Source: an optimization exercise on an open RTL-to-GDS flow (aim: small area, a short achievable clock period and few clock cycles). Production flows keep margins and buffers that such runs may drop.
No functional check of the RTL was part of any run shown here.
Power is estimated from default activity; no workload was simulated.

$ cat constraint.sdc
create_clock -name core_clock -period 6.0 [get_ports {clk_i}]
set_input_delay 1.2000 -clock core_clock [delete_from_list [all_inputs] [get_ports {clk_i}]]
set_output_delay 1.2000 -clock core_clock [all_outputs]
set_load 0.01 [all_outputs]
$ cat flow/run.sh
#!/bin/bash
# layout flow: the standard flow, with plain buffers on the ports
# (the standard flow's port buffers are 0.5 ns delay cells)
set -euo pipefail
bash standard.sh synth > synth.log 2>&1
bash standard.sh BUFFER_PORTS_ARGS="-buffer_cell sky130_fd_sc_hd__buf_1" finish > layout.log 2>&1
$ cat design.v
`timescale 1ns / 1ps
`default_nettype none
module hrlf_top (
  input  wire        clk_i,
  input  wire        rst_ni,
  input  wire        push,
  input  wire [7:0]  rx_byte,
  input  wire        restart,
  output wire        full,
  output wire        empty,
  input  wire        pop,
  output wire        message_done,
  output wire        length_error,
  output wire [31:0] message_length
);
  localparam logic [119:0] FieldName = "Content-Length:";
  logic        in_v_q;        
  logic [7:0]  b_q;           
  logic        r_q;           
  logic        out_valid_q;   
  logic        out_err_q;     
  logic        err_pend_q;    
  logic        one_q;         
  logic        fresh_q;       
  logic        body_q;        
  logic        field_q;       
  logic        dig_q;         
  logic        seen_q;        
  logic [3:0]  nidx_q;        
  logic [1:0]  eidx_q;        
  logic [31:0] cnt_q;         
  logic [31:0] len_q;         
  wire busy    = out_valid_q || err_pend_q;
  wire full_w  = in_v_q && busy && !fresh_q;
  wire proc    = in_v_q && (!busy || fresh_q);
  wire pop_now = out_valid_q && pop;
  wire cnt_one = (pop_now && (one_q || proc)) || (proc && !busy && nw);
  wire cnt_ci  = proc && !nw;
  wire [7:0] b = b_q;
  wire nw      = fresh_q || r_q;
  assign full           = full_w;
  assign empty          = !out_valid_q;
  assign message_done   = !out_err_q;
  assign length_error   = out_err_q;
  assign message_length = cnt_q;
  wire       body  = body_q && !nw;
  wire       field = field_q && !nw;
  wire       seen  = seen_q && !nw;
  wire is_cr  = (b == 8'h0d);
  wire is_lf  = (b == 8'h0a);
  wire is_sp  = (b == 8'h20);
  wire is_dig = (b[7:4] == 4'h3) && (b[3:0] <= 4'd9);
  logic [7:0] nchar;
  always_comb begin
    nchar = FieldName[119 -: 8];
    for (int k = 0; k < 15; k++) begin
      if (nidx_q == 4'(k)) nchar = FieldName[(14-k)*8 +: 8];
    end
  end
  wire       is_c      = (b == FieldName[119 -: 8]);
  wire       name_hit  = (b == nchar) && !nw;
  wire       name_done = name_hit && (nidx_q == 4'd14);
  wire [3:0] nidx_nx   = (name_hit && !name_done) ? nidx_q + 4'd1 : {3'd0, is_c};
  wire       end_hit = eidx_q[0] ? is_lf : is_cr;
  wire [1:0] eidx_nx = (end_hit && !nw) ? eidx_q + 2'd1 : {1'b0, is_cr};
  wire       hdr_end = !nw && !field_q && is_lf && (eidx_q == 2'd3);
  wire ia_1_0 = cnt_q[1] & cnt_q[0];
  wire ia_3_2 = cnt_q[3] & cnt_q[2];
  wire ia_5_4 = cnt_q[5] & cnt_q[4];
  wire ia_7_6 = cnt_q[7] & cnt_q[6];
  wire ia_9_8 = cnt_q[9] & cnt_q[8];
  wire ia_11_10 = cnt_q[11] & cnt_q[10];
  wire ia_13_12 = cnt_q[13] & cnt_q[12];
  wire ia_15_14 = cnt_q[15] & cnt_q[14];
  wire ia_17_16 = cnt_q[17] & cnt_q[16];
  wire ia_19_18 = cnt_q[19] & cnt_q[18];
  wire ia_21_20 = cnt_q[21] & cnt_q[20];
  wire ia_23_22 = cnt_q[23] & cnt_q[22];
  wire ia_25_24 = cnt_q[25] & cnt_q[24];
  wire ia_27_26 = cnt_q[27] & cnt_q[26];
  wire ia_29_28 = cnt_q[29] & cnt_q[28];
  wire ia_31_30 = cnt_q[31] & cnt_q[30];
  wire ia_2_0 = cnt_q[2] & ia_1_0;
  wire ia_3_0 = ia_3_2 & ia_1_0;
  wire ia_6_4 = cnt_q[6] & ia_5_4;
  wire ia_7_4 = ia_7_6 & ia_5_4;
  wire ia_10_8 = cnt_q[10] & ia_9_8;
  wire ia_11_8 = ia_11_10 & ia_9_8;
  wire ia_14_12 = cnt_q[14] & ia_13_12;
  wire ia_15_12 = ia_15_14 & ia_13_12;
  wire ia_18_16 = cnt_q[18] & ia_17_16;
  wire ia_19_16 = ia_19_18 & ia_17_16;
  wire ia_22_20 = cnt_q[22] & ia_21_20;
  wire ia_23_20 = ia_23_22 & ia_21_20;
  wire ia_26_24 = cnt_q[26] & ia_25_24;
  wire ia_27_24 = ia_27_26 & ia_25_24;
  wire ia_30_28 = cnt_q[30] & ia_29_28;
  wire ia_31_28 = ia_31_30 & ia_29_28;
  wire ia_4_0 = cnt_q[4] & ia_3_0;
  wire ia_5_0 = ia_5_4 & ia_3_0;
  wire ia_6_0 = ia_6_4 & ia_3_0;
  wire ia_7_0 = ia_7_4 & ia_3_0;
  wire ia_12_8 = cnt_q[12] & ia_11_8;
  wire ia_13_8 = ia_13_12 & ia_11_8;
  wire ia_14_8 = ia_14_12 & ia_11_8;
  wire ia_15_8 = ia_15_12 & ia_11_8;
  wire ia_20_16 = cnt_q[20] & ia_19_16;
  wire ia_21_16 = ia_21_20 & ia_19_16;
  wire ia_22_16 = ia_22_20 & ia_19_16;
  wire ia_23_16 = ia_23_20 & ia_19_16;
  wire ia_28_24 = cnt_q[28] & ia_27_24;
  wire ia_29_24 = ia_29_28 & ia_27_24;
  wire ia_30_24 = ia_30_28 & ia_27_24;
  wire ia_31_24 = ia_31_28 & ia_27_24;
  wire ia_8_0 = cnt_q[8] & ia_7_0;
  wire ia_9_0 = ia_9_8 & ia_7_0;
  wire ia_10_0 = ia_10_8 & ia_7_0;
  wire ia_11_0 = ia_11_8 & ia_7_0;
  wire ia_12_0 = ia_12_8 & ia_7_0;
  wire ia_13_0 = ia_13_8 & ia_7_0;
  wire ia_14_0 = ia_14_8 & ia_7_0;
  wire ia_15_0 = ia_15_8 & ia_7_0;
  wire ia_24_16 = cnt_q[24] & ia_23_16;
  wire ia_25_16 = ia_25_24 & ia_23_16;
  wire ia_26_16 = ia_26_24 & ia_23_16;
  wire ia_27_16 = ia_27_24 & ia_23_16;
  wire ia_28_16 = ia_28_24 & ia_23_16;
  wire ia_29_16 = ia_29_24 & ia_23_16;
  wire ia_30_16 = ia_30_24 & ia_23_16;
  wire ia_31_16 = ia_31_24 & ia_23_16;
  wire ia_16_0 = cnt_q[16] & ia_15_0;
  wire ia_17_0 = ia_17_16 & ia_15_0;
  wire ia_18_0 = ia_18_16 & ia_15_0;
  wire ia_19_0 = ia_19_16 & ia_15_0;
  wire ia_20_0 = ia_20_16 & ia_15_0;
  wire ia_21_0 = ia_21_16 & ia_15_0;
  wire ia_22_0 = ia_22_16 & ia_15_0;
  wire ia_23_0 = ia_23_16 & ia_15_0;
  wire ia_24_0 = ia_24_16 & ia_15_0;
  wire ia_25_0 = ia_25_16 & ia_15_0;
  wire ia_26_0 = ia_26_16 & ia_15_0;
  wire ia_27_0 = ia_27_16 & ia_15_0;
  wire ia_28_0 = ia_28_16 & ia_15_0;
  wire ia_29_0 = ia_29_16 & ia_15_0;
  wire ia_30_0 = ia_30_16 & ia_15_0;
  wire ia_31_0 = ia_31_16 & ia_15_0;
  wire [31:0] inc_c;
  assign inc_c[0] = cnt_ci;
  assign inc_c[1] = cnt_ci & cnt_q[0];
  assign inc_c[2] = cnt_ci & ia_1_0;
  assign inc_c[3] = cnt_ci & ia_2_0;
  assign inc_c[4] = cnt_ci & ia_3_0;
  assign inc_c[5] = cnt_ci & ia_4_0;
  assign inc_c[6] = cnt_ci & ia_5_0;
  assign inc_c[7] = cnt_ci & ia_6_0;
  assign inc_c[8] = cnt_ci & ia_7_0;
  assign inc_c[9] = cnt_ci & ia_8_0;
  assign inc_c[10] = cnt_ci & ia_9_0;
  assign inc_c[11] = cnt_ci & ia_10_0;
  assign inc_c[12] = cnt_ci & ia_11_0;
  assign inc_c[13] = cnt_ci & ia_12_0;
  assign inc_c[14] = cnt_ci & ia_13_0;
  assign inc_c[15] = cnt_ci & ia_14_0;
  assign inc_c[16] = cnt_ci & ia_15_0;
  assign inc_c[17] = cnt_ci & ia_16_0;
  assign inc_c[18] = cnt_ci & ia_17_0;
  assign inc_c[19] = cnt_ci & ia_18_0;
  assign inc_c[20] = cnt_ci & ia_19_0;
  assign inc_c[21] = cnt_ci & ia_20_0;
  assign inc_c[22] = cnt_ci & ia_21_0;
  assign inc_c[23] = cnt_ci & ia_22_0;
  assign inc_c[24] = cnt_ci & ia_23_0;
  assign inc_c[25] = cnt_ci & ia_24_0;
  assign inc_c[26] = cnt_ci & ia_25_0;
  assign inc_c[27] = cnt_ci & ia_26_0;
  assign inc_c[28] = cnt_ci & ia_27_0;
  assign inc_c[29] = cnt_ci & ia_28_0;
  assign inc_c[30] = cnt_ci & ia_29_0;
  assign inc_c[31] = cnt_ci & ia_30_0;
  wire [31:0] cnt_inc = cnt_q ^ inc_c;
  wire hmax = ia_31_0 && !nw;
  wire [31:0] len_n = ~len_q;
  wire da_1_0 = len_n[1] & len_n[0];
  wire da_3_2 = len_n[3] & len_n[2];
  wire da_5_4 = len_n[5] & len_n[4];
  wire da_7_6 = len_n[7] & len_n[6];
  wire da_9_8 = len_n[9] & len_n[8];
  wire da_11_10 = len_n[11] & len_n[10];
  wire da_13_12 = len_n[13] & len_n[12];
  wire da_15_14 = len_n[15] & len_n[14];
  wire da_17_16 = len_n[17] & len_n[16];
  wire da_19_18 = len_n[19] & len_n[18];
  wire da_21_20 = len_n[21] & len_n[20];
  wire da_23_22 = len_n[23] & len_n[22];
  wire da_25_24 = len_n[25] & len_n[24];
  wire da_27_26 = len_n[27] & len_n[26];
  wire da_29_28 = len_n[29] & len_n[28];
  wire da_31_30 = len_n[31] & len_n[30];
  wire da_2_0 = len_n[2] & da_1_0;
  wire da_3_0 = da_3_2 & da_1_0;
  wire da_6_4 = len_n[6] & da_5_4;
  wire da_7_4 = da_7_6 & da_5_4;
  wire da_10_8 = len_n[10] & da_9_8;
  wire da_11_8 = da_11_10 & da_9_8;
  wire da_14_12 = len_n[14] & da_13_12;
  wire da_15_12 = da_15_14 & da_13_12;
  wire da_18_16 = len_n[18] & da_17_16;
  wire da_19_16 = da_19_18 & da_17_16;
  wire da_22_20 = len_n[22] & da_21_20;
  wire da_23_20 = da_23_22 & da_21_20;
  wire da_26_24 = len_n[26] & da_25_24;
  wire da_27_24 = da_27_26 & da_25_24;
  wire da_30_28 = len_n[30] & da_29_28;
  wire da_31_28 = da_31_30 & da_29_28;
  wire da_4_0 = len_n[4] & da_3_0;
  wire da_5_0 = da_5_4 & da_3_0;
  wire da_6_0 = da_6_4 & da_3_0;
  wire da_7_0 = da_7_4 & da_3_0;
  wire da_12_8 = len_n[12] & da_11_8;
  wire da_13_8 = da_13_12 & da_11_8;
  wire da_14_8 = da_14_12 & da_11_8;
  wire da_15_8 = da_15_12 & da_11_8;
  wire da_20_16 = len_n[20] & da_19_16;
  wire da_21_16 = da_21_20 & da_19_16;
  wire da_22_16 = da_22_20 & da_19_16;
  wire da_23_16 = da_23_20 & da_19_16;
  wire da_28_24 = len_n[28] & da_27_24;
  wire da_29_24 = da_29_28 & da_27_24;
  wire da_30_24 = da_30_28 & da_27_24;
  wire da_31_24 = da_31_28 & da_27_24;
  wire da_8_0 = len_n[8] & da_7_0;
  wire da_9_0 = da_9_8 & da_7_0;
  wire da_10_0 = da_10_8 & da_7_0;
  wire da_11_0 = da_11_8 & da_7_0;
  wire da_12_0 = da_12_8 & da_7_0;
  wire da_13_0 = da_13_8 & da_7_0;
  wire da_14_0 = da_14_8 & da_7_0;
  wire da_15_0 = da_15_8 & da_7_0;
  wire da_24_16 = len_n[24] & da_23_16;
  wire da_25_16 = da_25_24 & da_23_16;
  wire da_26_16 = da_26_24 & da_23_16;
  wire da_27_16 = da_27_24 & da_23_16;
  wire da_28_16 = da_28_24 & da_23_16;
  wire da_29_16 = da_29_24 & da_23_16;
  wire da_30_16 = da_30_24 & da_23_16;
  wire da_31_16 = da_31_24 & da_23_16;
  wire da_16_0 = len_n[16] & da_15_0;
  wire da_17_0 = da_17_16 & da_15_0;
  wire da_18_0 = da_18_16 & da_15_0;
  wire da_19_0 = da_19_16 & da_15_0;
  wire da_20_0 = da_20_16 & da_15_0;
  wire da_21_0 = da_21_16 & da_15_0;
  wire da_22_0 = da_22_16 & da_15_0;
  wire da_23_0 = da_23_16 & da_15_0;
  wire da_24_0 = da_24_16 & da_15_0;
  wire da_25_0 = da_25_16 & da_15_0;
  wire da_26_0 = da_26_16 & da_15_0;
  wire da_27_0 = da_27_16 & da_15_0;
  wire da_28_0 = da_28_16 & da_15_0;
  wire da_29_0 = da_29_16 & da_15_0;
  wire da_30_0 = da_30_16 & da_15_0;
  wire da_31_0 = da_31_16 & da_15_0;
  wire [31:0] dec_b;
  assign dec_b[0] = 1'b1;
  assign dec_b[1] = len_n[0];
  assign dec_b[2] = da_1_0;
  assign dec_b[3] = da_2_0;
  assign dec_b[4] = da_3_0;
  assign dec_b[5] = da_4_0;
  assign dec_b[6] = da_5_0;
  assign dec_b[7] = da_6_0;
  assign dec_b[8] = da_7_0;
  assign dec_b[9] = da_8_0;
  assign dec_b[10] = da_9_0;
  assign dec_b[11] = da_10_0;
  assign dec_b[12] = da_11_0;
  assign dec_b[13] = da_12_0;
  assign dec_b[14] = da_13_0;
  assign dec_b[15] = da_14_0;
  assign dec_b[16] = da_15_0;
  assign dec_b[17] = da_16_0;
  assign dec_b[18] = da_17_0;
  assign dec_b[19] = da_18_0;
  assign dec_b[20] = da_19_0;
  assign dec_b[21] = da_20_0;
  assign dec_b[22] = da_21_0;
  assign dec_b[23] = da_22_0;
  assign dec_b[24] = da_23_0;
  assign dec_b[25] = da_24_0;
  assign dec_b[26] = da_25_0;
  assign dec_b[27] = da_26_0;
  assign dec_b[28] = da_27_0;
  assign dec_b[29] = da_28_0;
  assign dec_b[30] = da_29_0;
  assign dec_b[31] = da_30_0;
  wire [31:0] dec = len_q ^ dec_b;
  wire lnz = !da_31_0;
  wire len_is1 = len_q[0] && (len_q[31:1] == 31'd0);
  wire [31:0] hl_g0 = cnt_q & len_q;
  wire [31:0] hl_p0 = cnt_q | len_q;
  wire hl_g_31_30 = hl_g0[31] | (hl_p0[31] & hl_g0[30]);
  wire hl_p_31_30 = hl_p0[31] & hl_p0[30];
  wire hl_g_29_28 = hl_g0[29] | (hl_p0[29] & hl_g0[28]);
  wire hl_p_29_28 = hl_p0[29] & hl_p0[28];
  wire hl_g_31_28 = hl_g_31_30 | (hl_p_31_30 & hl_g_29_28);
  wire hl_p_31_28 = hl_p_31_30 & hl_p_29_28;
  wire hl_g_27_26 = hl_g0[27] | (hl_p0[27] & hl_g0[26]);
  wire hl_p_27_26 = hl_p0[27] & hl_p0[26];
  wire hl_g_25_24 = hl_g0[25] | (hl_p0[25] & hl_g0[24]);
  wire hl_p_25_24 = hl_p0[25] & hl_p0[24];
  wire hl_g_27_24 = hl_g_27_26 | (hl_p_27_26 & hl_g_25_24);
  wire hl_p_27_24 = hl_p_27_26 & hl_p_25_24;
  wire hl_g_31_24 = hl_g_31_28 | (hl_p_31_28 & hl_g_27_24);
  wire hl_p_31_24 = hl_p_31_28 & hl_p_27_24;
  wire hl_g_23_22 = hl_g0[23] | (hl_p0[23] & hl_g0[22]);
  wire hl_p_23_22 = hl_p0[23] & hl_p0[22];
  wire hl_g_21_20 = hl_g0[21] | (hl_p0[21] & hl_g0[20]);
  wire hl_p_21_20 = hl_p0[21] & hl_p0[20];
  wire hl_g_23_20 = hl_g_23_22 | (hl_p_23_22 & hl_g_21_20);
  wire hl_p_23_20 = hl_p_23_22 & hl_p_21_20;
  wire hl_g_19_18 = hl_g0[19] | (hl_p0[19] & hl_g0[18]);
  wire hl_p_19_18 = hl_p0[19] & hl_p0[18];
  wire hl_g_17_16 = hl_g0[17] | (hl_p0[17] & hl_g0[16]);
  wire hl_p_17_16 = hl_p0[17] & hl_p0[16];
  wire hl_g_19_16 = hl_g_19_18 | (hl_p_19_18 & hl_g_17_16);
  wire hl_p_19_16 = hl_p_19_18 & hl_p_17_16;
  wire hl_g_23_16 = hl_g_23_20 | (hl_p_23_20 & hl_g_19_16);
  wire hl_p_23_16 = hl_p_23_20 & hl_p_19_16;
  wire hl_g_31_16 = hl_g_31_24 | (hl_p_31_24 & hl_g_23_16);
  wire hl_p_31_16 = hl_p_31_24 & hl_p_23_16;
  wire hl_g_15_14 = hl_g0[15] | (hl_p0[15] & hl_g0[14]);
  wire hl_p_15_14 = hl_p0[15] & hl_p0[14];
  wire hl_g_13_12 = hl_g0[13] | (hl_p0[13] & hl_g0[12]);
  wire hl_p_13_12 = hl_p0[13] & hl_p0[12];
  wire hl_g_15_12 = hl_g_15_14 | (hl_p_15_14 & hl_g_13_12);
  wire hl_p_15_12 = hl_p_15_14 & hl_p_13_12;
  wire hl_g_11_10 = hl_g0[11] | (hl_p0[11] & hl_g0[10]);
  wire hl_p_11_10 = hl_p0[11] & hl_p0[10];
  wire hl_g_9_8 = hl_g0[9] | (hl_p0[9] & hl_g0[8]);
  wire hl_p_9_8 = hl_p0[9] & hl_p0[8];
  wire hl_g_11_8 = hl_g_11_10 | (hl_p_11_10 & hl_g_9_8);
  wire hl_p_11_8 = hl_p_11_10 & hl_p_9_8;
  wire hl_g_15_8 = hl_g_15_12 | (hl_p_15_12 & hl_g_11_8);
  wire hl_p_15_8 = hl_p_15_12 & hl_p_11_8;
  wire hl_g_7_6 = hl_g0[7] | (hl_p0[7] & hl_g0[6]);
  wire hl_p_7_6 = hl_p0[7] & hl_p0[6];
  wire hl_g_5_4 = hl_g0[5] | (hl_p0[5] & hl_g0[4]);
  wire hl_p_5_4 = hl_p0[5] & hl_p0[4];
  wire hl_g_7_4 = hl_g_7_6 | (hl_p_7_6 & hl_g_5_4);
  wire hl_p_7_4 = hl_p_7_6 & hl_p_5_4;
  wire hl_g_3_2 = hl_g0[3] | (hl_p0[3] & hl_g0[2]);
  wire hl_p_3_2 = hl_p0[3] & hl_p0[2];
  wire hl_g_1_0 = hl_g0[1] | (hl_p0[1] & hl_g0[0]);
  wire hl_p_1_0 = hl_p0[1] & hl_p0[0];
  wire hl_g_3_0 = hl_g_3_2 | (hl_p_3_2 & hl_g_1_0);
  wire hl_p_3_0 = hl_p_3_2 & hl_p_1_0;
  wire hl_g_7_0 = hl_g_7_4 | (hl_p_7_4 & hl_g_3_0);
  wire hl_p_7_0 = hl_p_7_4 & hl_p_3_0;
  wire hl_g_15_0 = hl_g_15_8 | (hl_p_15_8 & hl_g_7_0);
  wire hl_p_15_0 = hl_p_15_8 & hl_p_7_0;
  wire hl_g_31_0 = hl_g_31_16 | (hl_p_31_16 & hl_g_15_0);
  wire hl_p_31_0 = hl_p_31_16 & hl_p_15_0;
  wire ovf_hl = hl_g_31_0 | hl_p_31_0;
  wire [2:0]  x10_lo = b[3] ? 3'b111 : b[2:0];
  wire        x10_slot = b[3];
  wire        x10_ci = b[3] && b[0];
  wire [31:0] x10_a  = {len_q[28:0], x10_lo};
  wire [31:0] x10_b  = {len_q[30:0], x10_slot};
  wire [31:0] x10_g0 = x10_a & x10_b;
  wire [31:0] x10_p0 = x10_a ^ x10_b;
  wire xa_g_1_0 = x10_g0[1] | (x10_p0[1] & x10_g0[0]);
  wire xa_p_1_0 = x10_p0[1] & x10_p0[0];
  wire xa_g_3_2 = x10_g0[3] | (x10_p0[3] & x10_g0[2]);
  wire xa_p_3_2 = x10_p0[3] & x10_p0[2];
  wire xa_g_5_4 = x10_g0[5] | (x10_p0[5] & x10_g0[4]);
  wire xa_p_5_4 = x10_p0[5] & x10_p0[4];
  wire xa_g_7_6 = x10_g0[7] | (x10_p0[7] & x10_g0[6]);
  wire xa_p_7_6 = x10_p0[7] & x10_p0[6];
  wire xa_g_9_8 = x10_g0[9] | (x10_p0[9] & x10_g0[8]);
  wire xa_p_9_8 = x10_p0[9] & x10_p0[8];
  wire xa_g_11_10 = x10_g0[11] | (x10_p0[11] & x10_g0[10]);
  wire xa_p_11_10 = x10_p0[11] & x10_p0[10];
  wire xa_g_13_12 = x10_g0[13] | (x10_p0[13] & x10_g0[12]);
  wire xa_p_13_12 = x10_p0[13] & x10_p0[12];
  wire xa_g_15_14 = x10_g0[15] | (x10_p0[15] & x10_g0[14]);
  wire xa_p_15_14 = x10_p0[15] & x10_p0[14];
  wire xa_g_17_16 = x10_g0[17] | (x10_p0[17] & x10_g0[16]);
  wire xa_p_17_16 = x10_p0[17] & x10_p0[16];
  wire xa_g_19_18 = x10_g0[19] | (x10_p0[19] & x10_g0[18]);
  wire xa_p_19_18 = x10_p0[19] & x10_p0[18];
  wire xa_g_21_20 = x10_g0[21] | (x10_p0[21] & x10_g0[20]);
  wire xa_p_21_20 = x10_p0[21] & x10_p0[20];
  wire xa_g_23_22 = x10_g0[23] | (x10_p0[23] & x10_g0[22]);
  wire xa_p_23_22 = x10_p0[23] & x10_p0[22];
  wire xa_g_25_24 = x10_g0[25] | (x10_p0[25] & x10_g0[24]);
  wire xa_p_25_24 = x10_p0[25] & x10_p0[24];
  wire xa_g_27_26 = x10_g0[27] | (x10_p0[27] & x10_g0[26]);
  wire xa_p_27_26 = x10_p0[27] & x10_p0[26];
  wire xa_g_29_28 = x10_g0[29] | (x10_p0[29] & x10_g0[28]);
  wire xa_p_29_28 = x10_p0[29] & x10_p0[28];
  wire xa_g_31_30 = x10_g0[31] | (x10_p0[31] & x10_g0[30]);
  wire xa_p_31_30 = x10_p0[31] & x10_p0[30];
  wire xa_g_2_0 = x10_g0[2] | (x10_p0[2] & xa_g_1_0);
  wire xa_p_2_0 = x10_p0[2] & xa_p_1_0;
  wire xa_g_3_0 = xa_g_3_2 | (xa_p_3_2 & xa_g_1_0);
  wire xa_p_3_0 = xa_p_3_2 & xa_p_1_0;
  wire xa_g_6_4 = x10_g0[6] | (x10_p0[6] & xa_g_5_4);
  wire xa_p_6_4 = x10_p0[6] & xa_p_5_4;
  wire xa_g_7_4 = xa_g_7_6 | (xa_p_7_6 & xa_g_5_4);
  wire xa_p_7_4 = xa_p_7_6 & xa_p_5_4;
  wire xa_g_10_8 = x10_g0[10] | (x10_p0[10] & xa_g_9_8);
  wire xa_p_10_8 = x10_p0[10] & xa_p_9_8;
  wire xa_g_11_8 = xa_g_11_10 | (xa_p_11_10 & xa_g_9_8);
  wire xa_p_11_8 = xa_p_11_10 & xa_p_9_8;
  wire xa_g_14_12 = x10_g0[14] | (x10_p0[14] & xa_g_13_12);
  wire xa_p_14_12 = x10_p0[14] & xa_p_13_12;
  wire xa_g_15_12 = xa_g_15_14 | (xa_p_15_14 & xa_g_13_12);
  wire xa_p_15_12 = xa_p_15_14 & xa_p_13_12;
  wire xa_g_18_16 = x10_g0[18] | (x10_p0[18] & xa_g_17_16);
  wire xa_p_18_16 = x10_p0[18] & xa_p_17_16;
  wire xa_g_19_16 = xa_g_19_18 | (xa_p_19_18 & xa_g_17_16);
  wire xa_p_19_16 = xa_p_19_18 & xa_p_17_16;
  wire xa_g_22_20 = x10_g0[22] | (x10_p0[22] & xa_g_21_20);
  wire xa_p_22_20 = x10_p0[22] & xa_p_21_20;
  wire xa_g_23_20 = xa_g_23_22 | (xa_p_23_22 & xa_g_21_20);
  wire xa_p_23_20 = xa_p_23_22 & xa_p_21_20;
  wire xa_g_26_24 = x10_g0[26] | (x10_p0[26] & xa_g_25_24);
  wire xa_p_26_24 = x10_p0[26] & xa_p_25_24;
  wire xa_g_27_24 = xa_g_27_26 | (xa_p_27_26 & xa_g_25_24);
  wire xa_p_27_24 = xa_p_27_26 & xa_p_25_24;
  wire xa_g_30_28 = x10_g0[30] | (x10_p0[30] & xa_g_29_28);
  wire xa_p_30_28 = x10_p0[30] & xa_p_29_28;
  wire xa_g_31_28 = xa_g_31_30 | (xa_p_31_30 & xa_g_29_28);
  wire xa_p_31_28 = xa_p_31_30 & xa_p_29_28;
  wire xa_g_4_0 = x10_g0[4] | (x10_p0[4] & xa_g_3_0);
  wire xa_p_4_0 = x10_p0[4] & xa_p_3_0;
  wire xa_g_5_0 = xa_g_5_4 | (xa_p_5_4 & xa_g_3_0);
  wire xa_p_5_0 = xa_p_5_4 & xa_p_3_0;
  wire xa_g_6_0 = xa_g_6_4 | (xa_p_6_4 & xa_g_3_0);
  wire xa_p_6_0 = xa_p_6_4 & xa_p_3_0;
  wire xa_g_7_0 = xa_g_7_4 | (xa_p_7_4 & xa_g_3_0);
  wire xa_p_7_0 = xa_p_7_4 & xa_p_3_0;
  wire xa_g_12_8 = x10_g0[12] | (x10_p0[12] & xa_g_11_8);
  wire xa_p_12_8 = x10_p0[12] & xa_p_11_8;
  wire xa_g_13_8 = xa_g_13_12 | (xa_p_13_12 & xa_g_11_8);
  wire xa_p_13_8 = xa_p_13_12 & xa_p_11_8;
  wire xa_g_14_8 = xa_g_14_12 | (xa_p_14_12 & xa_g_11_8);
  wire xa_p_14_8 = xa_p_14_12 & xa_p_11_8;
  wire xa_g_15_8 = xa_g_15_12 | (xa_p_15_12 & xa_g_11_8);
  wire xa_p_15_8 = xa_p_15_12 & xa_p_11_8;
  wire xa_g_20_16 = x10_g0[20] | (x10_p0[20] & xa_g_19_16);
  wire xa_p_20_16 = x10_p0[20] & xa_p_19_16;
  wire xa_g_21_16 = xa_g_21_20 | (xa_p_21_20 & xa_g_19_16);
  wire xa_p_21_16 = xa_p_21_20 & xa_p_19_16;
  wire xa_g_22_16 = xa_g_22_20 | (xa_p_22_20 & xa_g_19_16);
  wire xa_p_22_16 = xa_p_22_20 & xa_p_19_16;
  wire xa_g_23_16 = xa_g_23_20 | (xa_p_23_20 & xa_g_19_16);
  wire xa_p_23_16 = xa_p_23_20 & xa_p_19_16;
  wire xa_g_28_24 = x10_g0[28] | (x10_p0[28] & xa_g_27_24);
  wire xa_p_28_24 = x10_p0[28] & xa_p_27_24;
  wire xa_g_29_24 = xa_g_29_28 | (xa_p_29_28 & xa_g_27_24);
  wire xa_p_29_24 = xa_p_29_28 & xa_p_27_24;
  wire xa_g_30_24 = xa_g_30_28 | (xa_p_30_28 & xa_g_27_24);
  wire xa_p_30_24 = xa_p_30_28 & xa_p_27_24;
  wire xa_g_31_24 = xa_g_31_28 | (xa_p_31_28 & xa_g_27_24);
  wire xa_p_31_24 = xa_p_31_28 & xa_p_27_24;
  wire xa_g_8_0 = x10_g0[8] | (x10_p0[8] & xa_g_7_0);
  wire xa_p_8_0 = x10_p0[8] & xa_p_7_0;
  wire xa_g_9_0 = xa_g_9_8 | (xa_p_9_8 & xa_g_7_0);
  wire xa_p_9_0 = xa_p_9_8 & xa_p_7_0;
  wire xa_g_10_0 = xa_g_10_8 | (xa_p_10_8 & xa_g_7_0);
  wire xa_p_10_0 = xa_p_10_8 & xa_p_7_0;
  wire xa_g_11_0 = xa_g_11_8 | (xa_p_11_8 & xa_g_7_0);
  wire xa_p_11_0 = xa_p_11_8 & xa_p_7_0;
  wire xa_g_12_0 = xa_g_12_8 | (xa_p_12_8 & xa_g_7_0);
  wire xa_p_12_0 = xa_p_12_8 & xa_p_7_0;
  wire xa_g_13_0 = xa_g_13_8 | (xa_p_13_8 & xa_g_7_0);
  wire xa_p_13_0 = xa_p_13_8 & xa_p_7_0;
  wire xa_g_14_0 = xa_g_14_8 | (xa_p_14_8 & xa_g_7_0);
  wire xa_p_14_0 = xa_p_14_8 & xa_p_7_0;
  wire xa_g_15_0 = xa_g_15_8 | (xa_p_15_8 & xa_g_7_0);
  wire xa_p_15_0 = xa_p_15_8 & xa_p_7_0;
  wire xa_g_24_16 = x10_g0[24] | (x10_p0[24] & xa_g_23_16);
  wire xa_p_24_16 = x10_p0[24] & xa_p_23_16;
  wire xa_g_25_16 = xa_g_25_24 | (xa_p_25_24 & xa_g_23_16);
  wire xa_p_25_16 = xa_p_25_24 & xa_p_23_16;
  wire xa_g_26_16 = xa_g_26_24 | (xa_p_26_24 & xa_g_23_16);
  wire xa_p_26_16 = xa_p_26_24 & xa_p_23_16;
  wire xa_g_27_16 = xa_g_27_24 | (xa_p_27_24 & xa_g_23_16);
  wire xa_p_27_16 = xa_p_27_24 & xa_p_23_16;
  wire xa_g_28_16 = xa_g_28_24 | (xa_p_28_24 & xa_g_23_16);
  wire xa_p_28_16 = xa_p_28_24 & xa_p_23_16;
  wire xa_g_29_16 = xa_g_29_24 | (xa_p_29_24 & xa_g_23_16);
  wire xa_p_29_16 = xa_p_29_24 & xa_p_23_16;
  wire xa_g_30_16 = xa_g_30_24 | (xa_p_30_24 & xa_g_23_16);
  wire xa_p_30_16 = xa_p_30_24 & xa_p_23_16;
  wire xa_g_31_16 = xa_g_31_24 | (xa_p_31_24 & xa_g_23_16);
  wire xa_p_31_16 = xa_p_31_24 & xa_p_23_16;
  wire xa_g_16_0 = x10_g0[16] | (x10_p0[16] & xa_g_15_0);
  wire xa_p_16_0 = x10_p0[16] & xa_p_15_0;
  wire xa_g_17_0 = xa_g_17_16 | (xa_p_17_16 & xa_g_15_0);
  wire xa_p_17_0 = xa_p_17_16 & xa_p_15_0;
  wire xa_g_18_0 = xa_g_18_16 | (xa_p_18_16 & xa_g_15_0);
  wire xa_p_18_0 = xa_p_18_16 & xa_p_15_0;
  wire xa_g_19_0 = xa_g_19_16 | (xa_p_19_16 & xa_g_15_0);
  wire xa_p_19_0 = xa_p_19_16 & xa_p_15_0;
  wire xa_g_20_0 = xa_g_20_16 | (xa_p_20_16 & xa_g_15_0);
  wire xa_p_20_0 = xa_p_20_16 & xa_p_15_0;
  wire xa_g_21_0 = xa_g_21_16 | (xa_p_21_16 & xa_g_15_0);
  wire xa_p_21_0 = xa_p_21_16 & xa_p_15_0;
  wire xa_g_22_0 = xa_g_22_16 | (xa_p_22_16 & xa_g_15_0);
  wire xa_p_22_0 = xa_p_22_16 & xa_p_15_0;
  wire xa_g_23_0 = xa_g_23_16 | (xa_p_23_16 & xa_g_15_0);
  wire xa_p_23_0 = xa_p_23_16 & xa_p_15_0;
  wire xa_g_24_0 = xa_g_24_16 | (xa_p_24_16 & xa_g_15_0);
  wire xa_p_24_0 = xa_p_24_16 & xa_p_15_0;
  wire xa_g_25_0 = xa_g_25_16 | (xa_p_25_16 & xa_g_15_0);
  wire xa_p_25_0 = xa_p_25_16 & xa_p_15_0;
  wire xa_g_26_0 = xa_g_26_16 | (xa_p_26_16 & xa_g_15_0);
  wire xa_p_26_0 = xa_p_26_16 & xa_p_15_0;
  wire xa_g_27_0 = xa_g_27_16 | (xa_p_27_16 & xa_g_15_0);
  wire xa_p_27_0 = xa_p_27_16 & xa_p_15_0;
  wire xa_g_28_0 = xa_g_28_16 | (xa_p_28_16 & xa_g_15_0);
  wire xa_p_28_0 = xa_p_28_16 & xa_p_15_0;
  wire xa_g_29_0 = xa_g_29_16 | (xa_p_29_16 & xa_g_15_0);
  wire xa_p_29_0 = xa_p_29_16 & xa_p_15_0;
  wire xa_g_30_0 = xa_g_30_16 | (xa_p_30_16 & xa_g_15_0);
  wire xa_p_30_0 = xa_p_30_16 & xa_p_15_0;
  wire xa_g_31_0 = xa_g_31_16 | (xa_p_31_16 & xa_g_15_0);
  wire xa_p_31_0 = xa_p_31_16 & xa_p_15_0;
  wire [31:0] x10_c;
  assign x10_c[0] = x10_ci;
  assign x10_c[1] = x10_g0[0] | (x10_p0[0] & x10_ci);
  assign x10_c[2] = xa_g_1_0 | (xa_p_1_0 & x10_ci);
  assign x10_c[3] = xa_g_2_0 | (xa_p_2_0 & x10_ci);
  assign x10_c[4] = xa_g_3_0 | (xa_p_3_0 & x10_ci);
  assign x10_c[5] = xa_g_4_0 | (xa_p_4_0 & x10_ci);
  assign x10_c[6] = xa_g_5_0 | (xa_p_5_0 & x10_ci);
  assign x10_c[7] = xa_g_6_0 | (xa_p_6_0 & x10_ci);
  assign x10_c[8] = xa_g_7_0 | (xa_p_7_0 & x10_ci);
  assign x10_c[9] = xa_g_8_0 | (xa_p_8_0 & x10_ci);
  assign x10_c[10] = xa_g_9_0 | (xa_p_9_0 & x10_ci);
  assign x10_c[11] = xa_g_10_0 | (xa_p_10_0 & x10_ci);
  assign x10_c[12] = xa_g_11_0 | (xa_p_11_0 & x10_ci);
  assign x10_c[13] = xa_g_12_0 | (xa_p_12_0 & x10_ci);
  assign x10_c[14] = xa_g_13_0 | (xa_p_13_0 & x10_ci);
  assign x10_c[15] = xa_g_14_0 | (xa_p_14_0 & x10_ci);
  assign x10_c[16] = xa_g_15_0 | (xa_p_15_0 & x10_ci);
  assign x10_c[17] = xa_g_16_0 | (xa_p_16_0 & x10_ci);
  assign x10_c[18] = xa_g_17_0 | (xa_p_17_0 & x10_ci);
  assign x10_c[19] = xa_g_18_0 | (xa_p_18_0 & x10_ci);
  assign x10_c[20] = xa_g_19_0 | (xa_p_19_0 & x10_ci);
  assign x10_c[21] = xa_g_20_0 | (xa_p_20_0 & x10_ci);
  assign x10_c[22] = xa_g_21_0 | (xa_p_21_0 & x10_ci);
  assign x10_c[23] = xa_g_22_0 | (xa_p_22_0 & x10_ci);
  assign x10_c[24] = xa_g_23_0 | (xa_p_23_0 & x10_ci);
  assign x10_c[25] = xa_g_24_0 | (xa_p_24_0 & x10_ci);
  assign x10_c[26] = xa_g_25_0 | (xa_p_25_0 & x10_ci);
  assign x10_c[27] = xa_g_26_0 | (xa_p_26_0 & x10_ci);
  assign x10_c[28] = xa_g_27_0 | (xa_p_27_0 & x10_ci);
  assign x10_c[29] = xa_g_28_0 | (xa_p_28_0 & x10_ci);
  assign x10_c[30] = xa_g_29_0 | (xa_p_29_0 & x10_ci);
  assign x10_c[31] = xa_g_30_0 | (xa_p_30_0 & x10_ci);
  wire [31:0] x10 = x10_p0 ^ x10_c;
  wire ovf10 = (|len_q[31:29]) || xa_g_31_0 || (xa_p_31_0 && x10_ci);
  wire f_ok  = is_cr || (!dig_q && is_sp) || (is_dig && !ovf10);
  wire err   = !body && (hmax || (field && !f_ok) || (hdr_end && seen && lnz && ovf_hl));
  wire done  = body ? len_is1 : (!hmax && hdr_end && !(seen && lnz));
  wire emit  = proc && (err || done);
  wire emit_done = proc && done;
  wire to_body  = !body && hdr_end && seen && lnz;
  wire to_field = !body && !field && !seen && name_done;
  always_ff @(posedge clk_i or negedge rst_ni) begin
    if (!rst_ni) begin
      in_v_q      <= 1'b0;
      out_valid_q <= 1'b0;
      err_pend_q  <= 1'b0;
      one_q       <= 1'b0;
      fresh_q     <= 1'b1;
    end else begin
      if (!full_w) begin
        in_v_q <= push;
      end
      err_pend_q <= proc && err;
      if (pop_now) begin
        one_q <= 1'b0;
      end else if (proc && busy) begin
        one_q <= 1'b1;
      end
      if (emit_done || err_pend_q) begin
        out_valid_q <= 1'b1;
      end else if (pop) begin
        out_valid_q <= 1'b0;
      end
      if (proc) begin
        fresh_q <= emit;
      end
    end
  end
  always_ff @(posedge clk_i) begin
    if (!full_w) begin
      b_q <= rx_byte;
      r_q <= restart;
    end
    if (emit_done || err_pend_q) begin
      out_err_q <= err_pend_q;
    end
    if (err_pend_q) begin
      cnt_q <= 32'd0;
    end else if (cnt_one) begin
      cnt_q <= 32'd1;
    end else begin
      cnt_q <= cnt_inc;
    end
    if (proc) begin
      body_q  <= body || to_body;
      field_q <= field ? !is_cr : to_field;
      dig_q   <= field && (dig_q || is_dig);
      seen_q  <= seen || (field && is_cr);
      nidx_q  <= nidx_nx;
      eidx_q  <= eidx_nx;
      if (body) begin
        len_q <= dec;
      end else if (field) begin
        if (is_dig) begin
          len_q <= x10;
        end
      end else if (!seen) begin
        len_q <= 32'd0;
      end
    end
  end
endmodule
`default_nettype wire
$ cat standard.sh
#!/bin/bash
# synth_recipe.tcl (not shown) runs the flow's synth.tcl, then flattens the netlist and writes it again
# the make line also repeats each setting of config.mk as NAME=value (left out here)
make -C /OpenROAD-flow-scripts/flow DESIGN_CONFIG=/design/flow/config.mk WORK_HOME=/design/flow/orfs CLKGATE_MAP_FILE= SYNTH_SCRIPT=/design/flow/synth_recipe.tcl "${@:-finish}"
$ cat config.mk
export PLATFORM = sky130hd
export DESIGN_NAME = hrlf_top
export DESIGN_NICKNAME = hrlf_top
export VERILOG_FILES = /design/flow/design.v
export SDC_FILE = /design/flow/constraint.sdc
export NUM_CORES = 4
export LEC_CHECK = 0
export CAP_MARGIN = 20
export CORE_MARGIN = 2
export CORE_UTILIZATION = 60
export CTS_BUF_LIST = sky130_fd_sc_hd__clkbuf_4 sky130_fd_sc_hd__clkbuf_8
export SETUP_SLACK_MARGIN = 3
export SLEW_MARGIN = 20
==> impl_metrics.csv, run 1 <==
group,metric,value,unit
power,p_leak,2.61,nW
drt,drc_errors,0,
die,initial_core_util,61.7,%
drt,drt-wirelength-per-cell,17.8,µm
critical_path,cp_data_required_time,6.11,ns
cells_and_area,multi_input_area,3880,µm²
drt,antenna_left,0,
logic_synthesis,synth.cell_area,6370,µm²
placed_design,io_buffers,48,
cts,cts-htree-levels,3,
critical_path,crit_arrival,2.98,ns
cells_and_area,drive_above_1_share,9.06,%
sta,tightestPinTransition,0.824,ns
logic_synthesis,synthTopCellsByArea,"edfxtp_1 25%, dfxtp_1 10%, ha_1 8.5%, xnor2_1 7.0%, nor2_1 4.9%",
sta,relSlewSlack,45.1,%
global_routing,grt_pass1_vias,5286,
placed_design,place_congestion,0.945,
critical_path,critPathMaxFanout,8,
status,status,"complete, no violations",
cts,clock_path_buffers,2,
power,power_density,574,nW/µm²
sta,setup_viol,0,
sta,fmax,349,MHz
critical_path,max_stage_delay,0.54,ns
critical_path,crit_type,"reg -> reg",
cells_and_area,fin_nets,824,
power,ir_drop,341,µV
sta,min_period,2.86,ns
drt,initialDrtViolationCount,443,
die,die_h,107,µm
die,fp.dieW,107,µm
logic_synthesis,ys_warn_count,1,
sta,fin_tns_setup,0,ns
logic_synthesis,synth_seq_cells,89,
logic_synthesis,ys_top_cells_by_count,"83 x nor2_1, 52 x edfxtp_1, 51 x xnor2_1",
sta,maxSlewViolCount,0,
sta,final_hold_viol_count,0,
cts,root_buffer,"clkbuf_8",
logic_synthesis,synth_seq_area_share,36.6,%
critical_path,cp_cell_sequence,"ha_1 -> and3_1 -> a221oi_1 -> o2111a_1 -> nand3_2 -> a31oi_4 -> buf_4 -> o21bai_1 -> xnor2_1 -> o22ai_1",
drt,dr.pass1.iters,5,
logic_synthesis,yosysMostFrequentCell,"nor2_1",
critical_path,r2r_cells,10,
placed_design,hpwl,11600,µm
drt,drt_wl_total,16200,µm
hold_path,hp-class,"reg -> reg",
cells_and_area,area_growth,10.3,%
drt,vias_per_cell,6.27,
global_routing,grt_pass1_wl,25900,µm
logic_synthesis,synth_ff_type,"edfxtp_1",
cts,insertion_delay,0.39,ns
logic_synthesis,async_flop_share,5.62,%
cells_and_area,diodes,0,
die,num_rows,37,
cts,cts_num_sinks,89,
logic_synthesis,synth_nets,764,
logic_synthesis,synth.avg_cell_area,8.99,µm²
cts,hold_buffers,0,
cells_and_area,fin_area,7020,µm²
global_routing,grt_max_degree,32,
sta,fin_skew,0.0164,ns
critical_path,endpoint_kind,"flip-flop",
logic_synthesis,synth_top_cell_by_area,"edfxtp_1",
sta,rsz0062_at_grt,"yes",
critical_path,slowest_stage,"edfxtp_1",
die,core,10300,µm²
logic_synthesis,synth_edf_count,52,
sta,post-route-period-util,47.7,%
placed_design,dpl-instance-area,6650,µm²
cts,cts_inserted_buffers,9,
logic_synthesis,synthCells,708,
logic_synthesis,synth_cell_types,67,
run,drv_cap,0,
critical_path,startpoint_type,"flip-flop",
cts,path_clk_slew,0.09,ns
sta,timing.hold.ws,0.514,ns
die,ioPinCount,49,
die,dieArea,11500,µm²
hold_path,whs_path_depth,1,
cts,cts_tree,"done",
cells_and_area,register_area,2330,µm²
cells_and_area,fill_cells,873,
logic_synthesis,yosysTopAreaCellShare,24.5,%
global_routing,antenna_found_initial,0,
global_routing,grt_usage,28.7,%
drt,vias,5698,
global_routing,grt-ovfl-total,0,
## layer usage
| metal | up-vias | part of all wire [%] | track usage, % |
|---|---|---|---|
| li1 | 2751 | - | - |
| met1 | 2718 | 45 | 39.3 |
| met2 | 190 | 47 | 44.7 |
| met3 | 39 | 5.8 | 4.92 |
| met4 | 0 | 3.1 | 12.8 |
| met5 | - | 0 | 0 |
## flip-flops by register name, summed over array words and instances, names as in the netlist, 2 cells and up
signal  flops
b_q         8
nidx_q      4
eidx_q      2
len_q      32
cnt_q      32
## placed cells by master (no fill, tap or decap), types with 9 or more instances in the layout
cell type,n
or3_1,10
xnor2_1,51
o21a_1,10
clkbuf_8,10
o211ai_1,11
inv_1,29
nand2_1,48
xor2_1,30
buf_1,48
o21ai_0,32
nand4_1,9
edfxtp_1,52
o22ai_1,31
a21oi_1,30
nand3_1,23
buf_4,20
or2_2,11
a21o_1,9
nor3_1,17
nor2_1,83
ha_1,43
dfxtp_1,32
## repair_timing
item / in CTS / in global routing
setup endpoints to repair: 3 / 9
gates resized for setup: 2 / 6
pin swaps: 0 / 5
setup buffers: 1 / 17
## power by group
group / internal (mW) / leakage (nW) / switching, mW / total, mW
combinational: 0.994 / 1.66 / 1.33 / 2.32
sequential: 0.935 / 0.843 / 0.337 / 1.27
clock: 0.205 / 0.108 / 0.231 / 0.437
total: 2.13 / 2.61 / 1.89 / 4.03
## cell type report
cell class / count / area share, %
Inverter: 30 / 1.60
Timing Repair Buffer: 68 / 4.70
Tap cell: 136 / 2.42
Clock buffer: 10 / 1.96
Clock inverter: 6 / 0.891
Sequential cell: 89 / 33.2
Multi-Input combinational cell: 570 / 55.3
## worst max-delay path, delay by kind of cell (launching register included)
kind / cells / cell delay (ns)
and+or+nand+nor: 2 / 0.33
DFF: 1 / 0.54
adders and majority gates: 1 / 0.39
xor gates and xnor gates: 1 / 0.17
buffers and inverters: 1 / 0.15
AOI/OAI and AO/OA: 5 / 1.00
## stage by stage
| step | cells | total power, mW | utilization, % | setup WS, ns |
|---|---|---|---|---|
| after global routing | 909 | 4.32 | 68.0 | 2.96 |
| final | 909 | 4.03 | 68.0 | 3.14 |
| after CTS | 892 | 3.86 | 66.5 | 3.02 |
| after floorplan | 708 | 2.91 | - | 3.32 |
| after global placement | 875 | 3.33 | 64.4 | 3.10 |
| after detailed placement | 875 | 3.41 | 64.4 | 3.01 |
## final timing paths
path	slack, ns	start	endpoint
max in group asynchronous	5.09	rst_ni	fresh_q$_DFFE_PN1P_
min in group asynchronous	0.65	rst_ni	out_valid_q$_DFFE_PN0P_
worst min register to register	0.51	out_valid_q$_DFFE_PN0P_	one_q$_DFFE_PN0P_
worst max-delay path	3.14	len_q[18]$_DFFE_PP_	len_q[26]$_DFFE_PP_
worst max register to register	3.14	len_q[18]$_DFFE_PP_	len_q[26]$_DFFE_PP_
worst min-delay path	0.51	out_valid_q$_DFFE_PN0P_	one_q$_DFFE_PN0P_
## cells by family after synthesis
kind of cell	Yosys count	synth area share, %
compound gates	187	19.9
simple gates	257	20.6
buf+inv	49	3.03
xor+xnor	81	11.1
mux	1	0.157
fa+ha+maj	44	8.61
flops	89	36.6
==> inputs of run 2 (changes only) <==
--- a/config.mk
+++ b/config.mk
@@ -9,5 +9,7 @@
 export CORE_MARGIN = 2
 export CORE_UTILIZATION = 60
-export CTS_BUF_LIST = sky130_fd_sc_hd__clkbuf_4 sky130_fd_sc_hd__clkbuf_8
+export CTS_BUF_LIST = sky130_fd_sc_hd__clkbuf_8 sky130_fd_sc_hd__clkbuf_16
+export CTS_CLUSTER_DIAMETER = 150
+export CTS_CLUSTER_SIZE = 50
 export SETUP_SLACK_MARGIN = 3
 export SLEW_MARGIN = 20
==> run 2 against run 1 <==
Still clean. Synthesized cell count unchanged. Die area unchanged. Core utilization about the same. Clock-buffer cell count increased by 1. Power decreased by 0.43%. Non-clock buffer count unchanged. Sequential share of layout area about the same. Via count about the same. Critical endpoint unchanged.
==> impl_metrics.csv, run 2 <==
group,metric,value,unit
status,status,"complete, no violations",
global_routing,antenna_found_initial,0,
sta,rsz0062_at_grt,"yes",
logic_synthesis,ys_warn_count,1,
sta,tightestPinTransition,0.824,ns
cells_and_area,fin_nets,824,
run,drv_cap,0,
cells_and_area,reg.largest.list,"cnt_q: 32 flops, len_q: 32 flops, b_q: 8 flops",
logic_synthesis,yosysMostFrequentCell,"nor2_1",
logic_synthesis,synth_seq_area_share,36.6,%
critical_path,crit_arrival,2.97,ns
logic_synthesis,synth_cell_types,67,
cts,insertion_delay,0.39,ns
drt,drt-wirelength-per-cell,17.8,µm
placed_design,place_ws,3.01,ns
cts,cts_tree,"done",
power,power,4.01,mW
critical_path,crit_family,"compound AO/OA/AOI/OAI gates",
drt,antenna_left,0,
cells_and_area,area_growth,10.2,%
cts,cts_inserted_buffers,9,
drt,initialDrtViolationCount,443,
die,die_h,107,µm
sta,fmax,350,MHz
logic_synthesis,synth_seq_cells,89,
cells_and_area,drive_above_1_share,9.06,%
sta,min_period,2.86,ns
sta,layout_setup_ws,3.14,ns
critical_path,startpoint_type,"flip-flop",
cts,hold_buffers,0,
sta,final_hold_viol_count,0,
cts,path_clk_slew,0.09,ns
cts,cts_num_sinks,89,
power,ir_drop,341,µV
cells_and_area,layout_commonest_cell,"nor2_1",
die,dieArea,11500,µm²
die,num_rows,37,
sta,relSlewSlack,45.1,%
global_routing,grt-ovfl-total,0,
sta,fin_tns_setup,0,ns
logic_synthesis,ys_top_cells_by_count,"83 x nor2_1, 52 x edfxtp_1, 51 x xnor2_1",
sta,timing.hold.ws,0.514,ns
placed_design,numPlacedInstances,875,
logic_synthesis,synthCells,708,
power,p_leak,2.61,nW
global_routing,grt_pass1_wl,25900,µm
die,ioPinCount,49,
cts,clock_path_buffers,2,
drt,drt_wl_total,16200,µm
drt,vias_per_cell,6.27,
critical_path,slowest_stage,"edfxtp_1",
power,power_density,572,nW/µm²
die,fp.dieW,107,µm
logic_synthesis,synth.cell_area,6370,µm²
critical_path,critPathMaxFanout,8,
global_routing,grt_max_degree,32,
cells_and_area,diodes,0,
critical_path,endpoint_kind,"flip-flop",
logic_synthesis,synth_edf_count,52,
critical_path,path_buf_inv,1,
die,core,10300,µm²
logic_synthesis,synth.avg_cell_area,8.99,µm²
placed_design,place_congestion,0.945,
drt,dr.pass1.iters,5,
cts,root_buffer,"clkbuf_8",
cells_and_area,layout.cells.non_filler,909,
die,initial_core_util,61.7,%
logic_synthesis,yosysTopAreaCellShare,24.5,%
cts,cts-htree-levels,3,
placed_design,hpwl,11600,µm
logic_synthesis,synth_ff_type,"edfxtp_1",
critical_path,crit_type,"reg -> reg",
sta,post-route-period-util,47.7,%
cells_and_area,layout_common_cells,"83 x nor2_1, 52 x edfxtp_1, 51 x xnor2_1",
global_routing,grt_usage,28.7,%
logic_synthesis,async_flop_share,5.62,%
hold_path,hp-class,"reg -> reg",
drt,vias,5702,
placed_design,io_buffers,48,
sta,fin_skew,0.0179,ns
sta,setup_viol,0,
sta,maxSlewViolCount,0,
drt,drc_errors,0,
logic_synthesis,synthTopCellsByArea,"edfxtp_1 25%, dfxtp_1 10%, ha_1 8.5%, xnor2_1 7.0%, nor2_1 4.9%",
critical_path,cp_data_required_time,6.11,ns
critical_path,cp_cell_sequence,"ha_1 -> and3_1 -> a221oi_1 -> o2111a_1 -> nand3_2 -> a31oi_4 -> buf_4 -> o21bai_1 -> xnor2_1 -> o22ai_1",
global_routing,grt_pass1_vias,5286,
logic_synthesis,synth_top_cell_by_area,"edfxtp_1",
logic_synthesis,synth_nets,764,
critical_path,max_stage_delay,0.54,ns
[run 2: what timing repair did]
item | 4_1_cts | 5_1_grt
endpoints found under the setup margin | 3 | 9
setup buffers | 1 | 17
pin swaps | 0 | 5
gates resized for setup | 2 | 6
[run 2: through the flow]
step	utilization, %	instance area [µm²]
after floorplan	-	6370
after global placement	64.4	6650
after detailed placement	64.4	6650
after CTS	66.5	6860
after global routing	68.0	7020
final	68.0	7020
[run 2: worst paths after layout]
kind / startpoint / slack, ns / depth (start not counted) / to
min: out_valid_q$_DFFE_PN0P_ / 0.51 / 1 / one_q$_DFFE_PN0P_
min in group asynchronous: rst_ni / 0.65 / 1 / out_valid_q$_DFFE_PN0P_
max in group asynchronous: rst_ni / 5.09 / 1 / fresh_q$_DFFE_PN1P_
min reg2reg: out_valid_q$_DFFE_PN0P_ / 0.51 / 1 / one_q$_DFFE_PN0P_
max: len_q[18]$_DFFE_PP_ / 3.14 / 10 / len_q[26]$_DFFE_PP_
max reg2reg: len_q[18]$_DFFE_PP_ / 3.14 / 10 / len_q[26]$_DFFE_PP_
[run 2: routing by layer]
metal | global-route usage (%) | part of all wire (%)
met3 | 4.92 | 5.7
met2 | 44.7 | 47
met4 | 12.8 | 3.1
met1 | 39.3 | 45
met5 | 0 | 0
[run 2: kinds of logic after synthesis]
logic type / after synthesis / synth area share (%)
adders and majority gates: 44 / 8.61
AOI/OAI and AO/OA: 187 / 19.9
buffers and inverters: 49 / 3.03
DFF: 89 / 36.6
muxes: 1 / 0.157
xor gates and xnor gates: 81 / 11.1
and+or+nand+nor: 257 / 20.6
[run 2: power by group]
part	internal, mW	total (mW)	switching, mW	leakage [nW]
Clock	0.189	0.421	0.232	0.106
Sequential	0.935	1.27	0.337	0.843
Combinational	0.994	2.32	1.32	1.66
Total	2.12	4.01	1.89	2.61
[run 2: final cells by class]
type,instances,area [µm²]
Inverter,30,113
Fill cell,874,3310
Timing Repair Buffer,68,330
Sequential cell,89,2330
Multi-Input combinational cell,570,3880
Clock inverter,5,32.5
Tap cell,136,170
Clock buffer,11,163

-- port drivers added, routing unchanged --
The flow's constraints put no driver on any port. The routed layouts listed below were extracted and timed again, unchanged, in two steps. Step 1: set_driving_cell puts a clkbuf_16 on clk_i and a buf_2 on each other input, an assumption about the parent block. Step 2 adds t to the input delays and takes it off the output delays; t is the mean of the earliest and latest rising clock arrival at the registers after step 1. Input paths then give back, and output paths get back, about the clock's delay inside the block. Slacks: no drivers / after step 1 / after step 2; pairs: no drivers / after step 1.
run	t (ns)	setup slack, ns	worst setup path after step 2	worst register clock-pin slew, ns	worst data-port slew with drivers (ns)
run 1	0.415	3.139 / 3.139 / 3.139	register to register	0.10 / 0.10	0.03
run 2	0.416	3.140 / 3.140 / 3.140	register to register	0.10 / 0.10	0.03
After both steps every run listed still meets setup and hold.
